From an optimization exercise on the open Yosys and OpenROAD flow, aimed at small area, a short achievable clock period and few clock cycles; shortcuts taken in it are not production practice.
In this exercise RTL edits were held to simulation tests only and were not proved equivalent to the original.

## flow/config.mk

```make
export PLATFORM = sky130hd
export DESIGN_NAME = lidar_column_ring_vertical_filter
export DESIGN_NICKNAME = lidar_column_ring_vertical_filter
export VERILOG_FILES = /design/flow/design.v
export SDC_FILE = /design/flow/constraint.sdc
export NUM_CORES = 4
export LEC_CHECK = 0
export CAP_MARGIN = 20
export CORE_MARGIN = 2
export CORE_UTILIZATION = 40
export SLEW_MARGIN = 20
```

## flow/constraint.sdc

```tcl
create_clock -name core_clock -period 10.0 [get_ports {i_clk}]
set_input_delay 2.0000 -clock core_clock [delete_from_list [all_inputs] [get_ports {i_clk}]]
set_output_delay 2.0000 -clock core_clock [all_outputs]
set_load 0.01 [all_outputs]
```

## flow/design.v

```verilog
`timescale 1ns / 1ps
`default_nettype none
package lcrv_pkg;
    localparam int ROW_W     = 6;
    localparam int GAP_W     = 20;
    localparam int ID_W      = 18;
    localparam int COORD_W   = 19;
    localparam int THR_W     = 16;
    localparam int RUN_DEPTH = 64;
    localparam int RUN_AW    = 6;
    localparam int LEN_W     = 7;
    localparam int GK_W      = ROW_W + 1;
    localparam int SQ_W      = 2 * COORD_W;
    localparam int ROOT_W    = 19;
    localparam logic [GAP_W-1:0] GAP_SAT    = {GAP_W{1'b1}};
    localparam logic [THR_W-1:0] THR_RESET  = 16'd80;
    localparam logic             FUNC_LOAD  = 1'b0;
    localparam logic             FUNC_POINT = 1'b1;
    typedef enum logic [2:0] {
        S_IDLE,
        S_SQ_ADD,
        S_ITER,
        S_DECIDE,
        S_START,
        S_EMIT_RD,
        S_EMIT_LD
    } t_state;
endpackage
`default_nettype wire
`timescale 1ns / 1ps
`default_nettype none
import lcrv_pkg::*;
module lcrv_isqrt (
    input  wire logic                        i_clk,
    input  wire logic                        i_rst_n,
    input  wire logic                        i_start,
    input  wire logic [lcrv_pkg::SQ_W-1:0]   i_radicand,
    output logic                             o_busy,
    output logic      [lcrv_pkg::ROOT_W-1:0] o_root
);
    localparam int REM_W = ROOT_W + 2;
    localparam int CNT_W = $clog2(ROOT_W);
    logic [SQ_W-1:0]   r_v;
    logic [REM_W-1:0]  r_rem;
    logic [ROOT_W-1:0] r_root;
    logic [CNT_W-1:0]  r_cnt;
    logic              r_busy;
    logic [REM_W+1:0]  w_rem2;
    logic [REM_W+1:0]  w_trial;
    logic              w_take;
    assign w_rem2  = {r_rem, r_v[SQ_W-1 -: 2]};
    assign w_trial = (REM_W+2)'({r_root, 2'b01});
    assign w_take  = (w_rem2 >= w_trial);
    always_ff @(posedge i_clk) begin
        if (!i_rst_n) begin
            r_busy <= 1'b0;
        end else if (i_start) begin
            r_busy <= 1'b1;
        end else if (r_busy && (r_cnt == CNT_W'(ROOT_W - 1))) begin
            r_busy <= 1'b0;
        end
    end
    always_ff @(posedge i_clk) begin
        if (i_start) begin
            r_v    <= i_radicand;
            r_rem  <= '0;
            r_root <= '0;
            r_cnt  <= '0;
        end else if (r_busy) begin
            r_v   <= {r_v[SQ_W-3:0], 2'b00};
            r_cnt <= r_cnt + 1'b1;
            if (w_take) begin
                r_rem  <= REM_W'(w_rem2 - w_trial);
                r_root <= {r_root[ROOT_W-2:0], 1'b1};
            end else begin
                r_rem  <= REM_W'(w_rem2);
                r_root <= {r_root[ROOT_W-2:0], 1'b0};
            end
        end
    end
    assign o_busy = r_busy;
    assign o_root = r_root;
endmodule
`default_nettype wire
`timescale 1ns / 1ps
`default_nettype none
module lcrv_ram #(
    parameter int WIDTH = 8,
    parameter int DEPTH = 64
) (
    input  wire logic                     i_clk,
    input  wire logic                     i_we,
    input  wire logic [$clog2(DEPTH)-1:0] i_waddr,
    input  wire logic [WIDTH-1:0]         i_wdata,
    input  wire logic [$clog2(DEPTH)-1:0] i_raddr,
    output logic      [WIDTH-1:0]         o_rdata
);
    logic [WIDTH-1:0] r_mem [DEPTH];
    logic [WIDTH-1:0] r_rdata;
    always_ff @(posedge i_clk) begin
        if (i_we) begin
            r_mem[i_waddr] <= i_wdata;
        end
        r_rdata <= r_mem[i_raddr];
    end
    assign o_rdata = r_rdata;
endmodule
`default_nettype wire
`timescale 1ns / 1ps
`default_nettype none
module lidar_column_ring_vertical_filter #(
    parameter int ROWS = 64
) (
    input  wire logic                i_clk,
    input  wire logic                i_rst_n,
    input  wire logic                i_in_valid,
    output logic                     o_in_stall,
    input  wire logic                i_func,
    input  wire logic [5:0]          i_row,
    input  wire logic [19:0]         i_gap_mm,
    input  wire logic [17:0]         i_point_id,
    input  wire logic signed [18:0]  i_x_mm,
    input  wire logic signed [18:0]  i_y_mm,
    input  wire logic signed [18:0]  i_z_mm,
    input  wire logic                i_last_in_column,
    input  wire logic                i_cfg_we,
    input  wire logic [15:0]         i_cfg_wdata,
    output logic                     o_out_valid,
    input  wire logic                i_out_stall,
    output logic [17:0]              o_point_id_res,
    output logic                     o_is_vertical,
    output logic                     o_last_of_run
);
    localparam logic [6:0] RES_CAP = 7'd65;
    logic              r_stall;
    logic [3:0]        r_xcnt;       
    logic [5:0]        r_in_prow;    
    logic              r_in_have;    
    logic [6:0]        r_res;        
    logic              s0_v, s0_func, s0_last, s0_have, s0_first;
    logic [5:0]        s0_row, s0_k;
    logic [17:0]       s0_id;
    logic signed [18:0] s0_x, s0_y, s0_z;
    logic [18:0]       s0_gap;
    logic              w_acc, w_acc_pt;
    logic [6:0]        w_drow;
    logic [3:0]        w_extra;
    logic [3:0]        w_xcnt_n;
    logic [6:0]        w_res_n;
    logic              w_out_take;
    logic              w_discard;
    assign w_acc    = i_in_valid && !r_stall;
    assign w_acc_pt = w_acc && i_func;
    assign w_drow   = {1'b0, i_row} - {1'b0, r_in_prow};
    assign w_extra  = (i_func && r_in_have && !w_drow[6] && (w_drow[5:0] > 6'd4)) ?
                      4'((w_drow[5:0] - 6'd1) >> 2) : 4'd0;
    assign w_xcnt_n = w_acc ? w_extra : ((r_xcnt != 4'd0) ? r_xcnt - 4'd1 : 4'd0);
    assign w_res_n  = r_res + {6'd0, w_acc_pt} - {6'd0, w_out_take} - {6'd0, w_discard};
    always_ff @(posedge i_clk) begin
        if (!i_rst_n) begin
            r_stall   <= 1'b0;
            r_xcnt    <= '0;
            r_in_have <= 1'b0;
            r_res     <= '0;
            s0_v      <= 1'b0;
        end else begin
            r_stall <= (w_xcnt_n != 4'd0) || (w_res_n >= RES_CAP);
            r_xcnt  <= w_xcnt_n;
            r_res   <= w_res_n;
            s0_v    <= w_acc || (s0_v && (r_xcnt != 4'd0));
            if (w_acc_pt) begin
                r_in_have <= !i_last_in_column;
            end
        end
    end
    always_ff @(posedge i_clk) begin
        if (w_acc_pt) begin
            r_in_prow <= i_row;
        end
        if (w_acc) begin
            s0_func  <= i_func;
            s0_row   <= i_row;
            s0_last  <= i_last_in_column;
            s0_have  <= r_in_have;
            s0_id    <= i_point_id;
            s0_x     <= i_x_mm;
            s0_y     <= i_y_mm;
            s0_z     <= i_z_mm;
            s0_gap   <= i_gap_mm[19] ? 19'h7FFFF : i_gap_mm[18:0];
            s0_k     <= r_in_prow;
            s0_first <= 1'b1;
        end else begin
            s0_k     <= s0_k + 6'd4;
            s0_first <= 1'b0;
        end
    end
    logic [18:0] r_gap [64];
    logic [18:0] w_cv [4];
    logic [20:0] w_chunk;
    always_ff @(posedge i_clk) begin
        if (s0_v && !s0_func) begin
            r_gap[s0_row] <= s0_gap;
        end
    end
    for (genvar j = 0; j < 4; j++) begin : g_bank
        logic [6:0] m;
        assign m = {1'b0, s0_k[5:2], 2'(j)} + ((2'(j) < s0_k[1:0]) ? 7'd4 : 7'd0);
        assign w_cv[j] = (m < {1'b0, s0_row}) ? r_gap[m[5:0]] : 19'd0;
    end
    assign w_chunk = 21'(w_cv[0]) + 21'(w_cv[1]) + 21'(w_cv[2]) + 21'(w_cv[3]);
    logic              s1_v, s1_cv, s1_first, s1_last, s1_have;
    logic [17:0]       s1_id;
    logic signed [18:0] s1_z;
    logic [36:0]       s1_xx, s1_yy;
    logic [20:0]       s1_chunk;
    logic [19:0]       r_acc;        
    logic [19:0]       w_acc_in;
    logic [21:0]       w_tot;
    logic [19:0]       w_span;
    logic signed [37:0] w_xx, w_yy;
    assign w_xx = s0_x * s0_x;
    assign w_yy = s0_y * s0_y;
    always_ff @(posedge i_clk) begin
        if (!i_rst_n) begin
            s1_v  <= 1'b0;
            s1_cv <= 1'b0;
        end else begin
            s1_v  <= s0_v && s0_func && (r_xcnt == 4'd0);
            s1_cv <= s0_v && s0_func;
        end
        s1_first <= s0_first;
        s1_last  <= s0_last;
        s1_have  <= s0_have;
        s1_id    <= s0_id;
        s1_z     <= s0_z;
        s1_xx    <= w_xx[36:0];
        s1_yy    <= w_yy[36:0];
        s1_chunk <= w_chunk;
    end
    assign w_acc_in = s1_first ? 20'd0 : r_acc;
    assign w_tot    = 22'(w_acc_in[18:0]) + 22'(s1_chunk);
    assign w_span   = {w_acc_in[19] || (w_tot[21:19] != 3'd0), w_tot[18:0]};
    always_ff @(posedge i_clk) begin
        if (s1_cv) begin
            r_acc <= w_span;
        end
    end
    logic              q0_v, q0_last, q0_have;
    logic [17:0]       q0_id;
    logic signed [18:0] q0_z;
    logic [19:0]       q0_span;
    logic [37:0]       q0_rad;
    assign q0_v    = s1_v;
    assign q0_last = s1_last;
    assign q0_have = s1_have;
    assign q0_id   = s1_id;
    assign q0_z    = s1_z;
    assign q0_span = w_span;
    assign q0_rad  = 38'(s1_xx) + 38'(s1_yy);
    logic [2:0] t0;
    logic [1:0] tr0;
    logic          ge0;
    assign t0  = {1'b0, q0_rad[37:36]};
    assign tr0 = 2'b01;
    assign ge0 = (t0 >= 3'(tr0));
    logic              q1_v, q1_last, q1_have;
    logic [17:0]       q1_id;
    logic signed [18:0] q1_z;
    logic [19:0]       q1_span;
    logic [1:0]      q1_rem;
    logic [0:0]    q1_root;
    logic [35:0] q1_rad;
    assign q1_v = q0_v;
    assign q1_last = q0_last;
    assign q1_have = q0_have;
    assign q1_id = q0_id;
    assign q1_z = q0_z;
    assign q1_span = q0_span;
    assign q1_rem  = (ge0 ? 2'(t0 - 3'(tr0)) : 2'(t0));
    assign q1_root = ge0;
    assign q1_rad  = q0_rad[35:0];
    logic [3:0] t1;
    logic [2:0] tr1;
    logic          ge1;
    assign t1  = {q1_rem, q1_rad[35:34]};
    assign tr1 = {q1_root, 2'b01};
    assign ge1 = (t1 >= 4'(tr1));
    logic              q2_v, q2_last, q2_have;
    logic [17:0]       q2_id;
    logic signed [18:0] q2_z;
    logic [19:0]       q2_span;
    logic [2:0]      q2_rem;
    logic [1:0]    q2_root;
    logic [33:0] q2_rad;
    assign q2_v = q1_v;
    assign q2_last = q1_last;
    assign q2_have = q1_have;
    assign q2_id = q1_id;
    assign q2_z = q1_z;
    assign q2_span = q1_span;
    assign q2_rem  = (ge1 ? 3'(t1 - 4'(tr1)) : 3'(t1));
    assign q2_root = {q1_root, ge1};
    assign q2_rad  = q1_rad[33:0];
    logic [4:0] t2;
    logic [3:0] tr2;
    logic          ge2;
    assign t2  = {q2_rem, q2_rad[33:32]};
    assign tr2 = {q2_root, 2'b01};
    assign ge2 = (t2 >= 5'(tr2));
    logic              q3_v, q3_last, q3_have;
    logic [17:0]       q3_id;
    logic signed [18:0] q3_z;
    logic [19:0]       q3_span;
    logic [3:0]      q3_rem;
    logic [2:0]    q3_root;
    logic [31:0] q3_rad;
    always_ff @(posedge i_clk) begin
        if (!i_rst_n) q3_v <= 1'b0;
        else          q3_v <= q2_v;
        q3_last <= q2_last;
        q3_have <= q2_have;
        q3_id   <= q2_id;
        q3_z    <= q2_z;
        q3_span <= q2_span;
        q3_rem  <= (ge2 ? 4'(t2 - 5'(tr2)) : 4'(t2));
        q3_root <= {q2_root, ge2};
        q3_rad  <= q2_rad[31:0];
    end
    logic [5:0] t3;
    logic [4:0] tr3;
    logic          ge3;
    assign t3  = {q3_rem, q3_rad[31:30]};
    assign tr3 = {q3_root, 2'b01};
    assign ge3 = (t3 >= 6'(tr3));
    logic              q4_v, q4_last, q4_have;
    logic [17:0]       q4_id;
    logic signed [18:0] q4_z;
    logic [19:0]       q4_span;
    logic [4:0]      q4_rem;
    logic [3:0]    q4_root;
    logic [29:0] q4_rad;
    assign q4_v = q3_v;
    assign q4_last = q3_last;
    assign q4_have = q3_have;
    assign q4_id = q3_id;
    assign q4_z = q3_z;
    assign q4_span = q3_span;
    assign q4_rem  = (ge3 ? 5'(t3 - 6'(tr3)) : 5'(t3));
    assign q4_root = {q3_root, ge3};
    assign q4_rad  = q3_rad[29:0];
    logic [6:0] t4;
    logic [5:0] tr4;
    logic          ge4;
    assign t4  = {q4_rem, q4_rad[29:28]};
    assign tr4 = {q4_root, 2'b01};
    assign ge4 = (t4 >= 7'(tr4));
    logic              q5_v, q5_last, q5_have;
    logic [17:0]       q5_id;
    logic signed [18:0] q5_z;
    logic [19:0]       q5_span;
    logic [5:0]      q5_rem;
    logic [4:0]    q5_root;
    logic [27:0] q5_rad;
    assign q5_v = q4_v;
    assign q5_last = q4_last;
    assign q5_have = q4_have;
    assign q5_id = q4_id;
    assign q5_z = q4_z;
    assign q5_span = q4_span;
    assign q5_rem  = (ge4 ? 6'(t4 - 7'(tr4)) : 6'(t4));
    assign q5_root = {q4_root, ge4};
    assign q5_rad  = q4_rad[27:0];
    logic [7:0] t5;
    logic [6:0] tr5;
    logic          ge5;
    assign t5  = {q5_rem, q5_rad[27:26]};
    assign tr5 = {q5_root, 2'b01};
    assign ge5 = (t5 >= 8'(tr5));
    logic              q6_v, q6_last, q6_have;
    logic [17:0]       q6_id;
    logic signed [18:0] q6_z;
    logic [19:0]       q6_span;
    logic [6:0]      q6_rem;
    logic [5:0]    q6_root;
    logic [25:0] q6_rad;
    always_ff @(posedge i_clk) begin
        if (!i_rst_n) q6_v <= 1'b0;
        else          q6_v <= q5_v;
        q6_last <= q5_last;
        q6_have <= q5_have;
        q6_id   <= q5_id;
        q6_z    <= q5_z;
        q6_span <= q5_span;
        q6_rem  <= (ge5 ? 7'(t5 - 8'(tr5)) : 7'(t5));
        q6_root <= {q5_root, ge5};
        q6_rad  <= q5_rad[25:0];
    end
    logic [8:0] t6;
    logic [7:0] tr6;
    logic          ge6;
    assign t6  = {q6_rem, q6_rad[25:24]};
    assign tr6 = {q6_root, 2'b01};
    assign ge6 = (t6 >= 9'(tr6));
    logic              q7_v, q7_last, q7_have;
    logic [17:0]       q7_id;
    logic signed [18:0] q7_z;
    logic [19:0]       q7_span;
    logic [7:0]      q7_rem;
    logic [6:0]    q7_root;
    logic [23:0] q7_rad;
    assign q7_v = q6_v;
    assign q7_last = q6_last;
    assign q7_have = q6_have;
    assign q7_id = q6_id;
    assign q7_z = q6_z;
    assign q7_span = q6_span;
    assign q7_rem  = (ge6 ? 8'(t6 - 9'(tr6)) : 8'(t6));
    assign q7_root = {q6_root, ge6};
    assign q7_rad  = q6_rad[23:0];
    logic [9:0] t7;
    logic [8:0] tr7;
    logic          ge7;
    assign t7  = {q7_rem, q7_rad[23:22]};
    assign tr7 = {q7_root, 2'b01};
    assign ge7 = (t7 >= 10'(tr7));
    logic              q8_v, q8_last, q8_have;
    logic [17:0]       q8_id;
    logic signed [18:0] q8_z;
    logic [19:0]       q8_span;
    logic [8:0]      q8_rem;
    logic [7:0]    q8_root;
    logic [21:0] q8_rad;
    assign q8_v = q7_v;
    assign q8_last = q7_last;
    assign q8_have = q7_have;
    assign q8_id = q7_id;
    assign q8_z = q7_z;
    assign q8_span = q7_span;
    assign q8_rem  = (ge7 ? 9'(t7 - 10'(tr7)) : 9'(t7));
    assign q8_root = {q7_root, ge7};
    assign q8_rad  = q7_rad[21:0];
    logic [10:0] t8;
    logic [9:0] tr8;
    logic          ge8;
    assign t8  = {q8_rem, q8_rad[21:20]};
    assign tr8 = {q8_root, 2'b01};
    assign ge8 = (t8 >= 11'(tr8));
    logic              q9_v, q9_last, q9_have;
    logic [17:0]       q9_id;
    logic signed [18:0] q9_z;
    logic [19:0]       q9_span;
    logic [9:0]      q9_rem;
    logic [8:0]    q9_root;
    logic [19:0] q9_rad;
    always_ff @(posedge i_clk) begin
        if (!i_rst_n) q9_v <= 1'b0;
        else          q9_v <= q8_v;
        q9_last <= q8_last;
        q9_have <= q8_have;
        q9_id   <= q8_id;
        q9_z    <= q8_z;
        q9_span <= q8_span;
        q9_rem  <= (ge8 ? 10'(t8 - 11'(tr8)) : 10'(t8));
        q9_root <= {q8_root, ge8};
        q9_rad  <= q8_rad[19:0];
    end
    logic [11:0] t9;
    logic [10:0] tr9;
    logic          ge9;
    assign t9  = {q9_rem, q9_rad[19:18]};
    assign tr9 = {q9_root, 2'b01};
    assign ge9 = (t9 >= 12'(tr9));
    logic              q10_v, q10_last, q10_have;
    logic [17:0]       q10_id;
    logic signed [18:0] q10_z;
    logic [19:0]       q10_span;
    logic [10:0]      q10_rem;
    logic [9:0]    q10_root;
    logic [17:0] q10_rad;
    assign q10_v = q9_v;
    assign q10_last = q9_last;
    assign q10_have = q9_have;
    assign q10_id = q9_id;
    assign q10_z = q9_z;
    assign q10_span = q9_span;
    assign q10_rem  = (ge9 ? 11'(t9 - 12'(tr9)) : 11'(t9));
    assign q10_root = {q9_root, ge9};
    assign q10_rad  = q9_rad[17:0];
    logic [12:0] t10;
    logic [11:0] tr10;
    logic          ge10;
    assign t10  = {q10_rem, q10_rad[17:16]};
    assign tr10 = {q10_root, 2'b01};
    assign ge10 = (t10 >= 13'(tr10));
    logic              q11_v, q11_last, q11_have;
    logic [17:0]       q11_id;
    logic signed [18:0] q11_z;
    logic [19:0]       q11_span;
    logic [11:0]      q11_rem;
    logic [10:0]    q11_root;
    logic [15:0] q11_rad;
    assign q11_v = q10_v;
    assign q11_last = q10_last;
    assign q11_have = q10_have;
    assign q11_id = q10_id;
    assign q11_z = q10_z;
    assign q11_span = q10_span;
    assign q11_rem  = (ge10 ? 12'(t10 - 13'(tr10)) : 12'(t10));
    assign q11_root = {q10_root, ge10};
    assign q11_rad  = q10_rad[15:0];
    logic [13:0] t11;
    logic [12:0] tr11;
    logic          ge11;
    assign t11  = {q11_rem, q11_rad[15:14]};
    assign tr11 = {q11_root, 2'b01};
    assign ge11 = (t11 >= 14'(tr11));
    logic              q12_v, q12_last, q12_have;
    logic [17:0]       q12_id;
    logic signed [18:0] q12_z;
    logic [19:0]       q12_span;
    logic [12:0]      q12_rem;
    logic [11:0]    q12_root;
    logic [13:0] q12_rad;
    always_ff @(posedge i_clk) begin
        if (!i_rst_n) q12_v <= 1'b0;
        else          q12_v <= q11_v;
        q12_last <= q11_last;
        q12_have <= q11_have;
        q12_id   <= q11_id;
        q12_z    <= q11_z;
        q12_span <= q11_span;
        q12_rem  <= (ge11 ? 13'(t11 - 14'(tr11)) : 13'(t11));
        q12_root <= {q11_root, ge11};
        q12_rad  <= q11_rad[13:0];
    end
    logic [14:0] t12;
    logic [13:0] tr12;
    logic          ge12;
    assign t12  = {q12_rem, q12_rad[13:12]};
    assign tr12 = {q12_root, 2'b01};
    assign ge12 = (t12 >= 15'(tr12));
    logic              q13_v, q13_last, q13_have;
    logic [17:0]       q13_id;
    logic signed [18:0] q13_z;
    logic [19:0]       q13_span;
    logic [13:0]      q13_rem;
    logic [12:0]    q13_root;
    logic [11:0] q13_rad;
    assign q13_v = q12_v;
    assign q13_last = q12_last;
    assign q13_have = q12_have;
    assign q13_id = q12_id;
    assign q13_z = q12_z;
    assign q13_span = q12_span;
    assign q13_rem  = (ge12 ? 14'(t12 - 15'(tr12)) : 14'(t12));
    assign q13_root = {q12_root, ge12};
    assign q13_rad  = q12_rad[11:0];
    logic [15:0] t13;
    logic [14:0] tr13;
    logic          ge13;
    assign t13  = {q13_rem, q13_rad[11:10]};
    assign tr13 = {q13_root, 2'b01};
    assign ge13 = (t13 >= 16'(tr13));
    logic              q14_v, q14_last, q14_have;
    logic [17:0]       q14_id;
    logic signed [18:0] q14_z;
    logic [19:0]       q14_span;
    logic [14:0]      q14_rem;
    logic [13:0]    q14_root;
    logic [9:0] q14_rad;
    assign q14_v = q13_v;
    assign q14_last = q13_last;
    assign q14_have = q13_have;
    assign q14_id = q13_id;
    assign q14_z = q13_z;
    assign q14_span = q13_span;
    assign q14_rem  = (ge13 ? 15'(t13 - 16'(tr13)) : 15'(t13));
    assign q14_root = {q13_root, ge13};
    assign q14_rad  = q13_rad[9:0];
    logic [16:0] t14;
    logic [15:0] tr14;
    logic          ge14;
    assign t14  = {q14_rem, q14_rad[9:8]};
    assign tr14 = {q14_root, 2'b01};
    assign ge14 = (t14 >= 17'(tr14));
    logic              q15_v, q15_last, q15_have;
    logic [17:0]       q15_id;
    logic signed [18:0] q15_z;
    logic [19:0]       q15_span;
    logic [15:0]      q15_rem;
    logic [14:0]    q15_root;
    logic [7:0] q15_rad;
    always_ff @(posedge i_clk) begin
        if (!i_rst_n) q15_v <= 1'b0;
        else          q15_v <= q14_v;
        q15_last <= q14_last;
        q15_have <= q14_have;
        q15_id   <= q14_id;
        q15_z    <= q14_z;
        q15_span <= q14_span;
        q15_rem  <= (ge14 ? 16'(t14 - 17'(tr14)) : 16'(t14));
        q15_root <= {q14_root, ge14};
        q15_rad  <= q14_rad[7:0];
    end
    logic [17:0] t15;
    logic [16:0] tr15;
    logic          ge15;
    assign t15  = {q15_rem, q15_rad[7:6]};
    assign tr15 = {q15_root, 2'b01};
    assign ge15 = (t15 >= 18'(tr15));
    logic              q16_v, q16_last, q16_have;
    logic [17:0]       q16_id;
    logic signed [18:0] q16_z;
    logic [19:0]       q16_span;
    logic [16:0]      q16_rem;
    logic [15:0]    q16_root;
    logic [5:0] q16_rad;
    assign q16_v = q15_v;
    assign q16_last = q15_last;
    assign q16_have = q15_have;
    assign q16_id = q15_id;
    assign q16_z = q15_z;
    assign q16_span = q15_span;
    assign q16_rem  = (ge15 ? 17'(t15 - 18'(tr15)) : 17'(t15));
    assign q16_root = {q15_root, ge15};
    assign q16_rad  = q15_rad[5:0];
    logic [18:0] t16;
    logic [17:0] tr16;
    logic          ge16;
    assign t16  = {q16_rem, q16_rad[5:4]};
    assign tr16 = {q16_root, 2'b01};
    assign ge16 = (t16 >= 19'(tr16));
    logic              q17_v, q17_last, q17_have;
    logic [17:0]       q17_id;
    logic signed [18:0] q17_z;
    logic [19:0]       q17_span;
    logic [17:0]      q17_rem;
    logic [16:0]    q17_root;
    logic [3:0] q17_rad;
    assign q17_v = q16_v;
    assign q17_last = q16_last;
    assign q17_have = q16_have;
    assign q17_id = q16_id;
    assign q17_z = q16_z;
    assign q17_span = q16_span;
    assign q17_rem  = (ge16 ? 18'(t16 - 19'(tr16)) : 18'(t16));
    assign q17_root = {q16_root, ge16};
    assign q17_rad  = q16_rad[3:0];
    logic [19:0] t17;
    logic [18:0] tr17;
    logic          ge17;
    assign t17  = {q17_rem, q17_rad[3:2]};
    assign tr17 = {q17_root, 2'b01};
    assign ge17 = (t17 >= 20'(tr17));
    logic              q18_v, q18_last, q18_have;
    logic [17:0]       q18_id;
    logic signed [18:0] q18_z;
    logic [19:0]       q18_span;
    logic [18:0]      q18_rem;
    logic [17:0]    q18_root;
    logic [1:0] q18_rad;
    always_ff @(posedge i_clk) begin
        if (!i_rst_n) q18_v <= 1'b0;
        else          q18_v <= q17_v;
        q18_last <= q17_last;
        q18_have <= q17_have;
        q18_id   <= q17_id;
        q18_z    <= q17_z;
        q18_span <= q17_span;
        q18_rem  <= (ge17 ? 19'(t17 - 20'(tr17)) : 19'(t17));
        q18_root <= {q17_root, ge17};
        q18_rad  <= q17_rad[1:0];
    end
    logic [20:0] t18;
    logic [19:0] tr18;
    logic          ge18;
    assign t18  = {q18_rem, q18_rad[1:0]};
    assign tr18 = {q18_root, 2'b01};
    assign ge18 = (t18 >= 21'(tr18));
    logic              q19_v, q19_last, q19_have;
    logic [17:0]       q19_id;
    logic signed [18:0] q19_z;
    logic [19:0]       q19_span;
    logic [19:0]      q19_rem;
    logic [18:0]    q19_root;
    assign q19_v = q18_v;
    assign q19_last = q18_last;
    assign q19_have = q18_have;
    assign q19_id = q18_id;
    assign q19_z = q18_z;
    assign q19_span = q18_span;
    assign q19_rem  = '0;
    assign q19_root = {q18_root, ge18};
    logic [18:0] r_prev_rng;
    logic [18:0] w_dpos, w_dneg, w_diff;
    logic        d_v, d_near, d_have, d_last;
    logic [17:0] d_id;
    logic signed [18:0] d_z;
    assign w_dpos = q19_root - r_prev_rng;
    assign w_dneg = r_prev_rng - q19_root;
    assign w_diff = (q19_root >= r_prev_rng) ? w_dpos : w_dneg;
    always_ff @(posedge i_clk) begin
        if (!i_rst_n) begin
            d_v <= 1'b0;
        end else begin
            d_v <= q19_v;
        end
        if (q19_v) begin
            r_prev_rng <= q19_root;
        end
        d_near <= q19_span[19] || ({1'b0, w_diff} < q19_span);
        d_have <= q19_have;
        d_last <= q19_last;
        d_id   <= q19_id;
        d_z    <= q19_z;
    end
    logic [15:0]        r_thr;
    logic [6:0]         r_len;
    logic signed [18:0] r_zmax, r_zmin;
    logic [5:0]         r_start;
    logic               h_v, h_c;       
    logic [17:0]        h_id;
    logic [6:0]         r_wr, r_rd, r_cp, r_cpq;
    logic               r_cpq_v;
    logic               vw_v, vw_val;
    logic [5:0]         vw_idx;
    logic [19:0]        r_q [64];       
    logic               r_vb [64];      
    logic               w_join, w_close_old, w_hw, w_full, w_eor, w_lot;
    logic [6:0]         w_idx_p;
    logic signed [19:0] w_s_old, w_s_hi, w_s_lo, w_thr;
    logic               w_vert_old, w_vert_join;
    assign w_full      = ((r_wr - r_rd) == 7'd64);
    assign w_join      = d_have && d_near && (r_len != 7'd64);
    assign w_close_old = d_have && !w_join;
    assign w_discard   = d_v && d_last && w_close_old && (r_len == 7'd64);
    assign w_hw        = h_v && (d_v || (h_c && !w_full));
    assign w_eor       = h_c || !d_v || !w_join;
    assign w_lot       = h_c || !d_v || (!w_join && (!d_last || w_discard));
    assign w_idx_p     = r_wr + {6'd0, h_v};
    assign w_thr       = {4'd0, r_thr};
    assign w_s_old     = {r_zmax[18], r_zmax} - {r_zmin[18], r_zmin};
    assign w_s_hi      = {d_z[18], d_z} - {r_zmin[18], r_zmin};
    assign w_s_lo      = {r_zmax[18], r_zmax} - {d_z[18], d_z};
    assign w_vert_old  = (w_s_old > w_thr);
    assign w_vert_join = w_vert_old || (w_s_hi > w_thr) || (w_s_lo > w_thr);
    always_ff @(posedge i_clk) begin
        if (!i_rst_n) begin
            r_thr   <= 16'd80;
            h_v     <= 1'b0;
            r_wr    <= '0;
            r_cpq_v <= 1'b0;
            r_cp    <= '0;
            vw_v    <= 1'b0;
        end else begin
            if (i_cfg_we) begin
                r_thr <= i_cfg_wdata;
            end
            if (d_v && !w_discard) begin
                h_v <= 1'b1;
            end else if (w_hw) begin
                h_v <= 1'b0;
            end
            if (w_hw) begin
                r_wr <= r_wr + 7'd1;
            end
            r_cpq_v <= w_hw && w_eor;
            if (r_cpq_v) begin
                r_cp <= r_cpq;
            end
            vw_v <= d_v && ((w_close_old && (r_len > 7'd1)) || (w_join && d_last));
        end
        r_cpq <= r_wr + 7'd1;
        if (d_v) begin
            h_id <= d_id;
            h_c  <= d_last;
            if (w_join) begin
                r_len <= r_len + 7'd1;
                if (d_z > r_zmax) r_zmax <= d_z;
                if (d_z < r_zmin) r_zmin <= d_z;
            end else begin
                r_len   <= 7'd1;
                r_zmax  <= d_z;
                r_zmin  <= d_z;
                r_start <= w_idx_p[5:0];
            end
        end
        vw_idx <= r_start;
        vw_val <= w_join ? w_vert_join : w_vert_old;
        if (w_hw) begin
            r_q[r_wr[5:0]] <= {h_id, w_eor, w_lot};
        end
        if (vw_v) begin
            r_vb[vw_idx] <= vw_val;
        end
    end
    logic        st_v, st_vert, st_lot;
    logic [17:0] st_id;
    logic        out_v, out_vert, out_last;
    logic [17:0] out_id;
    logic        r_at_start, r_cur_vert;
    logic        w_avail, w_out_free, w_st_load;
    logic [19:0] w_qe;
    logic        w_evert;
    assign w_out_take = out_v && !i_out_stall;
    assign w_out_free = !out_v || !i_out_stall;
    assign w_avail    = (r_rd != r_cp);
    assign w_st_load  = w_avail && (!st_v || w_out_free);
    assign w_qe       = r_q[r_rd[5:0]];
    assign w_evert    = r_at_start ? (!w_qe[1] && r_vb[r_rd[5:0]]) : r_cur_vert;
    always_ff @(posedge i_clk) begin
        if (!i_rst_n) begin
            r_rd       <= '0;
            st_v       <= 1'b0;
            out_v      <= 1'b0;
            r_at_start <= 1'b1;
        end else begin
            if (w_st_load) begin
                r_rd       <= r_rd + 7'd1;
                r_at_start <= w_qe[1];
            end
            if (w_st_load) begin
                st_v <= 1'b1;
            end else if (w_out_free) begin
                st_v <= 1'b0;
            end
            if (w_out_free) begin
                out_v <= st_v;
            end
        end
        if (w_st_load) begin
            st_id      <= w_qe[19:2];
            st_lot     <= w_qe[0];
            st_vert    <= w_evert;
            r_cur_vert <= w_evert;
        end
        if (w_out_free) begin
            out_id   <= st_id;
            out_vert <= st_vert;
            out_last <= st_lot;
        end
    end
    assign o_in_stall     = r_stall;
    assign o_out_valid    = out_v;
    assign o_point_id_res = out_id;
    assign o_is_vertical  = out_vert;
    assign o_last_of_run  = out_last;
endmodule
`default_nettype wire
```

## flow/run.sh

```bash
#!/bin/bash
# synth_recipe.tcl (not shown) runs the flow's synth.tcl, then flattens the netlist and writes it again
# the make line also repeats each setting of config.mk as NAME=value (left out here)
make -C /OpenROAD-flow-scripts/flow DESIGN_CONFIG=/design/flow/config.mk WORK_HOME=/design/flow/orfs CLKGATE_MAP_FILE= SYNTH_SCRIPT=/design/flow/synth_recipe.tcl finish
```

==> impl_metrics.tcl <==
set metrics [dict create \
    syn_area_mm2 0.1701 \
    drtIter0Drc 7428 \
    crit_fanout 24 \
    synth_seq_area_share_pct 59.83 \
    final_core_util_pct 45.32 \
    cts.clk_slew.worst_paths_ns 0.06 \
    cts.root.buffer_cell "clkbuf_16" \
    h-tree-depth 5 \
    grt_first_pass_wirelength_mm 601.5 \
    ys_warn_count 2 \
    crit_path_start_kind "register" \
    synth-edff-count 2820 \
    arrival_ns 9.67 \
    tightest_slew_ns 1.113 \
    start_util_pct 40.16 \
    skew_ns 0.09997 \
    fin_crit_sh_pct 88.60 \
    post_drt_wl_per_cell_um 22.80 \
    hold_end "d_last$_DFF_P_" \
    reg2reg_depth 30 \
    grt_pass1_vias 96625 \
    via_per_inst 5.257 \
    insertion_delay_ns 0.96 \
    finalSetupTns_ns 0 \
    grt.total_usage_pct 18.24 \
    vias 91206 \
    hold_path.class "register to register" \
    grt_max_degree 136 \
    cp-startpoint "q12_root[0]$_DFF_P_" \
    core-area_mm2 0.4234 \
    r2r_start "q12_root[0]$_DFF_P_" \
    yosys.cell_types.count 110 \
    period_minus_slack_ns 8.860 \
    cts_resized 0 \
    status "finished clean" \
    die_area_mm2 0.4304 \
    grt-ovfl-total 0 \
    hpwlAfterDp_mm 260.0 \
    synth-seq-cells 3672 \
    hold_violations 0 \
    relSlewSlack_pct 25.62 \
    r2r_slack_ns 1.14 \
    hold_buffers 0 \
    port_buffers 145 \
    hp-start "q18_last$_DFF_P_" \
    cts_max_path_buffers 4 \
    ant_nets 0 \
    drc 0 \
    synthArstFlopShare_pct 0 \
    rsz0062_at_grt "false" \
    syn_inst 11028 \
    maxSlewViolCount 0 \
    antenna_found_initial 12 \
    area_delta_synth_final_pct 12.84 \
    nets 12903 \
    drt_pre_antenna_iters 19 \
    cp_data_required_time_ns 10.81 \
    rows 239 \
    setup_viol 0 \
    die_x_um 656.0 \
    max_cap_viol_count 0 \
    cp_slowest_stage_delay_ns 0.84 \
    routed_wl_mm 395.6 \
    synthesis.nets 12574 \
    numClockSinks 3672 \
    cts_tree "done" \
    cts_setup_buffers 0 \
    syn_avg_cell_area_um2 15.42 \
    slowest_stage "a31o_1" \
    die_h_um 656.0 \
    end_kind "register" \
    cts_made_buffers 379 \
    gp_congestion 0.8753 \
    worstSetupPathType "register to register" \
    io_pins 146 \
    drive_above_1_share_pct 14.90 \
    hold_depth 0 \
    rr_endpoint "q15_rem[15]$_DFF_P_" \
    synthFlopType "edfxtp_1" \
    max_freq_mhz 112.9 \
]
## kinds of logic after synthesis
family | synth area share [%]
simple gates | 5.494
fa+ha+maj | 13.59
compound gates | 4.725
xor+xnor | 2.034
flops | 59.83
buf+inv | 3.276
mux | 11.05
## synth_stat cells, drive strengths merged (188+ instances only)
cell type / instances / area (um^2)
inv: 1121 / 4208
mux4: 764 / 17210
dfxtp: 852 / 17060
nand2: 539 / 2031
nor2: 545 / 2053
fa: 709 / 14190
ha: 713 / 8921
o21ai: 221 / 1110
clkbuf: 271 / 1017
xnor2: 268 / 2355
edfxtp: 2820 / 84680
and2: 188 / 1177
a21oi: 385 / 1931
## critical path, delay by kind of cell (launching register included)
kind / cells / cell delay [ns]
flops: 1 / 0.35
compound gates: 16 / 4.47
buf+inv: 4 / 1.14
mux: 1 / 0.43
simple gates: 6 / 1.14
fa+ha+maj: 3 / 1.18
## state kept, by name, indices dropped and copies added, names as in the netlist, 21 cells and up, named ones only
signal	flops
r_vb	64
s1_xx	36
q6_rad	26
s1_chunk	21
s1_yy	36
r_q	1280
r_gap	1216
q3_rad	32
## layout make-up
class	count	area, um^2
clock buffer	518	10450
clock inverter	187	2113
tap	5663	7086
timing repair buffer	299	2714
antenna	6	15.01
multi-input combinational	5884	63530
sequential	3672	101800
inverter	1121	4213
fill	36847	231600
## through the flow
stage	setup WS, ns	cell area, um^2	hold WS, ns	cells
after floorplan	2.899	170100	0.3096	11028
after global placement	1.491	179300	0.3100	16637
after detailed placement	1.277	179300	0.3121	16638
after CTS	1.242	191800	0.2637	17343
after global routing	0.4869	191900	0.2818	17345
final	1.140	191900	0.2553	17350
## cell usage in the layout, fill, tap and decap left out, types with 31 or more instances in the layout
cell                n
ha_1              707
or2_2              36
nor2b_1           166
edfxtp_1         2820
o21bai_1           31
dfxtp_1           842
inv_1            1115
nor2_1            462
and2_1            186
a21o_1            158
clkdlybuf4s50_1   144
xor2_1            120
fa_1              709
clkinv_2           53
o21ai_0           209
xnor2_1           267
clkbuf_1          103
nand4_1            46
mux2i_1           104
clkinv_1           41
mux2_2             35
a211oi_1           87
nor3_1             80
nand2b_1           82
nand2_1           537
buf_4             144
nor2_4             75
o21a_1             71
mux4_2            764
a21oi_1           384
clkbuf_16         388
and3_1             37
nand3_1           103
## layer usage
| layer | track usage [%] | part of all wire [%] |
|---|---|---|
| met5 | 0 | 0 |
| met4 | 3.962 | 2.0 |
| met3 | 2.512 | 5.3 |
| met2 | 31.81 | 51 |
| met1 | 24.28 | 42 |
## how the worst max path moves through the flow
| stage | endpoint | cells after the start | slack [ns] |
|---|---|---|---|
| 3_3_place_gp | q15_rem[5]$_DFF_P_ | 30 | 1.49 |
| 6_report | q15_rem[15]$_DFF_P_ | 30 | 1.14 |
| 5_1_grt | q15_rem[15]$_DFF_P_ | 30 | 0.49 |
| 4_1_cts | q15_rem[15]$_DFF_P_ | 30 | 1.24 |
| 3_5_place_dp | q15_rem[5]$_DFF_P_ | 30 | 1.28 |
| 2_1_floorplan | s1_xx[35]$_DFF_P_ | 25 | 2.90 |
Testbench counts, summed over its fixed seeds: cycles 5,089.

static timing again, ports no longer ideal:
In the flow no input, the clock included, has a driving cell. The finished layout below was timed again as built, in two steps. Step 1, drivers: a clkbuf_16 drives i_clk and a buf_2 each remaining input, both assumed. Step 2 moves the port delays by t, midway between the first and last clock arrival at a register: inputs arrive t later, outputs are due t later. That takes back most of the time a late clock gives input paths. Three values: no drivers, after step 1, after step 2; two values: the first two.
shift t [ns]: 1.039
setup WS [ns]: 1.140 / 1.140 / 1.140
latest minus earliest clock arrival (ns): 0.126 / 0.126
pins driven straight from the clock port: 1
After both steps this run still meets setup and hold. For this run, drivers alone change the setup slack by 0.000 ns; drivers and shift together by 0.000 ns.
